Background: an optimization exercise with open tools, aiming at small area. Do not read the settings as production practice.
Function was checked by simulation only, so behaviour that the tests miss may differ from the original.
Power is estimated from default activity; no workload was simulated.

<file path="flow/config.mk">
export PLATFORM = sky130hd
export DESIGN_NAME = datapath
export DESIGN_NICKNAME = datapath
export VERILOG_FILES = /design/flow/design.v
export SDC_FILE = /design/flow/constraint.sdc
export NUM_CORES = 4
export LEC_CHECK = 0
export CAP_MARGIN = 20
export CORE_MARGIN = 2
export CORE_UTILIZATION = 30
export SETUP_SLACK_MARGIN = 0.2
export SLEW_MARGIN = 20
</file>
<file path="flow/constraint.sdc">
create_clock -name core_clock -period 7.5 [get_ports {Clk}]
set_input_delay 1.5000 -clock core_clock [delete_from_list [all_inputs] [get_ports {Clk}]]
set_output_delay 1.5000 -clock core_clock [all_outputs]
set_load 0.01 [all_outputs]
</file>
<file path="flow/design.v">
module datapath (
  input  logic        Clk,
  input  logic        Reset,
  input  logic [7:0]  D_Addr,
  input  logic        D_Wr,
  input  logic        RF_s,
  input  logic        RF_W_en,
  input  logic [3:0]  RF_W_Addr,
  input  logic [3:0]  RF_Ra_Addr,
  input  logic [3:0]  RF_Rb_Addr,
  input  logic [2:0]  ALU_s0,
  output logic [15:0] Ra_Data,
  output logic [15:0] Rb_Data,
  output logic [15:0] ALU_Out,
  output logic [15:0] W_Data,
  output logic [2:0]  Flags
);
  typedef enum logic [2:0] {
    OP_ADD  = 3'b000,
    OP_SUB  = 3'b001,
    OP_PASS = 3'b010,
    OP_OR   = 3'b011,
    OP_AND  = 3'b100,
    OP_XOR  = 3'b101,
    OP_INC  = 3'b110,
    OP_ZERO = 3'b111
  } alu_op_e;
  logic [15:0] rf  [16];
  logic [15:0] mem [256];
  logic [15:0] rd_data;
  logic [16:0] alu_sum;
  logic        alu_c;
  assign Ra_Data = rf[RF_Ra_Addr];
  assign Rb_Data = rf[RF_Rb_Addr];
  always_comb begin
    alu_sum = '0;
    alu_c   = 1'b0;
    case (ALU_s0)
      OP_ADD: begin
        alu_sum = {1'b0, Ra_Data} + {1'b0, Rb_Data};
        alu_c   = alu_sum[16];
      end
      OP_SUB: begin
        alu_sum = {1'b0, Ra_Data} - {1'b0, Rb_Data};
        alu_c   = alu_sum[16];
      end
      OP_PASS: alu_sum = {1'b0, Ra_Data};
      OP_OR:   alu_sum = {1'b0, Ra_Data | Rb_Data};
      OP_AND:  alu_sum = {1'b0, Ra_Data & Rb_Data};
      OP_XOR:  alu_sum = {1'b0, Ra_Data ^ Rb_Data};
      OP_INC: begin
        alu_sum = {1'b0, Ra_Data} + 17'd1;
        alu_c   = alu_sum[16];
      end
      OP_ZERO: alu_sum = '0;
      default: alu_sum = '0;
    endcase
  end
  assign ALU_Out = alu_sum[15:0];
  assign W_Data  = RF_s ? rd_data : ALU_Out;
  always_ff @(posedge Clk) begin
    if (Reset) begin
      for (int unsigned i = 0; i < 16; i++) rf[i] <= '0;
    end else if (RF_W_en) begin
      rf[RF_W_Addr] <= W_Data;
    end
  end
  always_ff @(posedge Clk) begin
    if (!Reset && D_Wr) mem[D_Addr] <= Ra_Data;
  end
  always_ff @(posedge Clk) begin
    if (Reset) rd_data <= '0;
    else       rd_data <= mem[D_Addr];
  end
  always_ff @(posedge Clk) begin
    if (Reset)                    Flags <= '0;
    else if (RF_W_en && !RF_s)    Flags <= {alu_c, ALU_Out[15], ALU_Out == 16'h0000};
  end
endmodule
</file>
<file path="flow/run.sh">
#!/bin/bash
# synth_recipe.tcl (not shown) runs the flow's synth.tcl, then flattens the netlist and writes it again
# the make line also repeats each setting of config.mk as NAME=value (left out here)
make -C /OpenROAD-flow-scripts/flow DESIGN_CONFIG=/design/flow/config.mk WORK_HOME=/design/flow/orfs CLKGATE_MAP_FILE= SYNTH_SCRIPT=/design/flow/synth_recipe.tcl finish
</file>
==> notes.md <==
[kinds of logic after synthesis]
group                    after synthesis  share of synthesized area (%)
AO/OA/AOI/OAI                        226                          0.885
buffers and inverters                523                           1.28
AND/OR/NAND/NOR                      899                           2.23
XOR/XNOR                              24                          0.122
adder cells (fa/ha/maj)               51                          0.378
flip-flops                          4371                           75.8
multiplexers                        1517                           19.3
[worst min-delay path by stage]
stage	to	start	slack, ps
floorplan	Flags[2]$_SDFFE_PP0P_	Flags[2]$_SDFFE_PP0P_	490
global placement	Flags[2]$_SDFFE_PP0P_	Flags[2]$_SDFFE_PP0P_	470
detailed placement	Flags[2]$_SDFFE_PP0P_	Flags[2]$_SDFFE_PP0P_	480
CTS	Flags[2]$_SDFFE_PP0P_	Flags[2]$_SDFFE_PP0P_	490
global route	Flags[2]$_SDFFE_PP0P_	Flags[2]$_SDFFE_PP0P_	510
finish	Flags[2]$_SDFFE_PP0P_	Flags[2]$_SDFFE_PP0P_	480
[stage by stage]
step / setup TNS, ps / power (mW) / utilization [%] / setup WS (ps) / area (sq um)
final: 0 / 53.0 / 35.2 / 232 / 202000
after global routing: 0 / 54.5 / 35.2 / 89.5 / 202000
after CTS: 0 / 53.3 / 35.2 / 174 / 202000
after detailed placement: -2230 / 32.4 / 32.8 / -420 / 188000
after global placement: -2380 / 32.3 / 32.7 / -521 / 188000
after floorplan: -84690 / 30.5 / - / -1750 / 173000
[metal layers]
metal	GRT usage (%)	up-vias
met5	0	-
met4	5.15	8
met3	3.60	761
met2	26.3	4135
met1	22.0	46500
li1	-	33800
[layout make-up]
class | instances | area, sq um
diodes | 8 | 20.0
clock buffers | 550 | 11300
clock inverters | 231 | 2310
fillers | 52400 | 372000
inverters | 62 | 255
multi-input cells | 2717 | 41100
flip-flops and latches | 4371 | 131000
well taps | 7560 | 9460
repair buffers | 757 | 6680
[power by group through the flow]
stage	clock (mW)	sequential, mW	combinational (mW)
floorplan	0	28.2	2.30
global placement	0	28.1	4.18
detailed placement	0	28.1	4.29
CTS	21.4	27.6	4.34
global route	22.3	27.6	4.58
finish	21.1	27.6	4.36
[sequential cells by signal (all words and copies together) (netlist names)]
signal and count:
Flags 3, rd_data 16, mem 4096, rf 256
[cells in the final DEF, fill, tap and decap left out, drive strengths merged, types with 11 or more instances in the layout]
cell type	netlist	routed
edfxtp	4352	4352
mux4	1455	1455
buf	214	676
nor2	573	573
clkbuf	247	553
clkinv	2	173
nand2	108	108
inv	60	74
nand3	65	65
clkdlybuf4s50	0	62
nor2b	54	54
mux2i	52	52
a21oi	50	50
ha	49	49
o21ai	41	41
bufinv	0	34
nand2b	26	26
a22oi	23	23
xnor2	21	21
nor3	20	20
dfxtp	19	19
a31oi	17	17
a32oi	14	14
clkinvlp	0	12
o22ai	11	11
[worst max-delay path, delay by kind of cell]
family	cells	cell delay, ps
multiplexers	3	1170
buffers and inverters	8	1330
AO/OA/AOI/OAI	5	1230
AND/OR/NAND/NOR	2	200
adder cells (fa/ha/maj)	1	200
XOR/XNOR	1	90
[what timing repair did]
action                                  CTS  global route
cloned                                    2             1
setup buffers                            10             8
endpoints found under the setup margin   24            22
pin swaps                                15            18
resized for setup                        40            34
==> impl_metrics.csv <==
group,metric,value,unit
sta,finalSetupViolCount,0,
synthesis,netlist_area,0.173,sq mm
sta,fmax,138,MHz
clocking,clk_pin_slew,70,ps
synthesis,ys_seq_elements,4371,
critical_path,cpPeakStageDelay,730,ps
drt,met3_length,47.2,mm
power,intPower,40.8,mW
critical_path,crit_start,"RF_Ra_Addr[2]",
synthesis,synth_area_per_cell,22.7,sq um
synthesis,ys_warn_count,1,
global_route,grt_max_degree,240,
power,power.leakage,62.7,nW
critical_path,r2r_cells,16,
drt,route.layer.met1.wl,191,mm
synthesis,async_flop_share,0,%
power,clock_power_share,39.8,%
global_route,grt_overflow_total,0,
sta,hold_viol,0,
drt,drtPass1Iterations,9,
clocking,cts_inserted_buffers,427,
place,dp_cells,15400,
power,pwr-share-seq,52.0,%
critical_path,r2r-end,"Flags[0]$_SDFFE_PP0P_",
drt,drc,0,
place,port-buffer-count,94,
floorplanning,dieWidth,763,um
finish,layout-drive-gt1-share,35.4,%
clocking,clockBufferDepth,4,
flow_run,max-cap-violations,0,
synthesis,syn_inst,7611,
drt,viasPerCell,5.24,
power,p_switching,12.2,mW
power,p_sw_share,23.0,%
sta,drv_slew,0,
place,hpwlAfterDp,299,mm
clocking,clk_latency,1100,ps
synthesis,synth_most_common_cell,"edfxtp_1",
critical_path,worstPathArrival,5770,ps
critical_path,crit_chain,"dlygate4sd2_1 > buf_12 > buf_12 > mux4_2 > mux4_4 > buf_6 > buf_4 > ha_2 > nand2_1 > o211ai_1 > o2111ai_2 > nand2_2 > a311o_1 > a21oi_2 > xnor2_1 > o32a_1 > buf_4 > mux2i_4 > inv_1 > dlygate4sd2_1",
clocking,cts_sinks,4371,
critical_path,reg2reg_from,"rf[10][2]$_SDFFCE_PN0P_",
place,place_congestion,0.871,
sta,worst_pin_slew,1170,ps
synthesis,synth_area_leaders,"edfxtp_1 (76%), mux4_2 (19%), nor2_1 (1.2%)",
sta,timing.hold.ws,481,ps
drt,wl_per_cell,30.0,um
sta,fin_crit,7270,ps
synthesis,synth_enable_flop_cells,4352,
global_route,grtUsageTotal,16.3,%
finish,nNetsFinal,8415,
critical_path,regToRegSetupSlack,2630,ps
worst_hold_path,hold_path.class,"register to register",
drt,num_vias,85200,
critical_path,crit_end,"W_Data[13]",
floorplanning,dieHeight,763,um
critical_path,start_kind,"primary input",
clocking,tritoncts,"yes",
sta,rsz0062_at_grt,"true",
drt,drt_iter0_drc,10700,
synthesis,yosys.cell_types.count,75,
clocking,cts_root_buf,"clkbuf_16",
critical_path,cp_max_fo,8,
sta,max_slew_margin,21.9,%
clocking,cts_max_level,5,
floorplanning,fp-row-count,278,
synthesis,synthFlopType,"edfxtp_1",
synthesis,synth_seq_area_share,75.8,%
floorplanning,core-area,0.574,sq mm
synthesis,syn-num-nets,7690,
drt,wl,487,mm
global_route,grt_pass1_vias,86200,
clocking,postCtsHoldBufs,0,
worst_hold_path,min_path_cells,2,
sta,period_share,96.9,%
drt,met2_length,231,mm
critical_path,crit_required,6000,ps
floorplanning,dieArea,0.583,sq mm
sta,skew,158,ps
finish,fin_cells,16300,
run_status,status,"complete, no violations",
floorplanning,start_util,30.1,%
critical_path,cp-end-kind,"primary output",
finish,area_growth,16.9,%
synthesis,yosys-top-cells-count,"edfxtp_1 (4,352), mux4_2 (1,455), nor2_1 (573)",
synthesis,synth_top_area_cell,"edfxtp_1",
global_route,grt_pass1_wl,678,mm
critical_path,cpMaxStageDelayCell,"mux4_4",
power,combPwrFrac,8.2,%
drt,top_layer,"met5",
drt,ant_nets,0,
critical_path,crit_type,"primary input to primary output",
synthesis,synth_top_area_share,75.6,%
floorplanning,num_io_pins,95,
power,power.density,262,mW/mm^2
power,vdd_drop_max,0.000237,V
global_route,antenna_found_initial,28,

## afterwards: timing with drivers on the ports
How much do the figures lean on ideal ports? The routed layout below was timed once more, with nothing changed but the port constraints.
Step 1: set_driving_cell puts a clkbuf_16 on Clk and a buf_2 on each other input, an assumption about the parent block.
Step 2 adds t to the input delays and takes it off the output delays; t is the mean of the earliest and latest rising clock arrival at the registers after step 1. Input paths then give back, and output paths get back, about the clock's delay inside the block.
Slacks: ideal ports / drivers / drivers and shift; pairs: ideal ports / drivers.
t (ns): 1.129
slack for setup (ns): 0.232 / 0.209 / 0.209
hold slack, ns: 0.481 / 0.481 / 0.481
slew at the worst register clock pin (ns): 0.08 / 0.08
pins driven straight from the clock port: 1
After both steps setup and hold are still met in this run. The setup slack of this run moves by -0.023 ns with the drivers and by -0.023 ns with both steps.
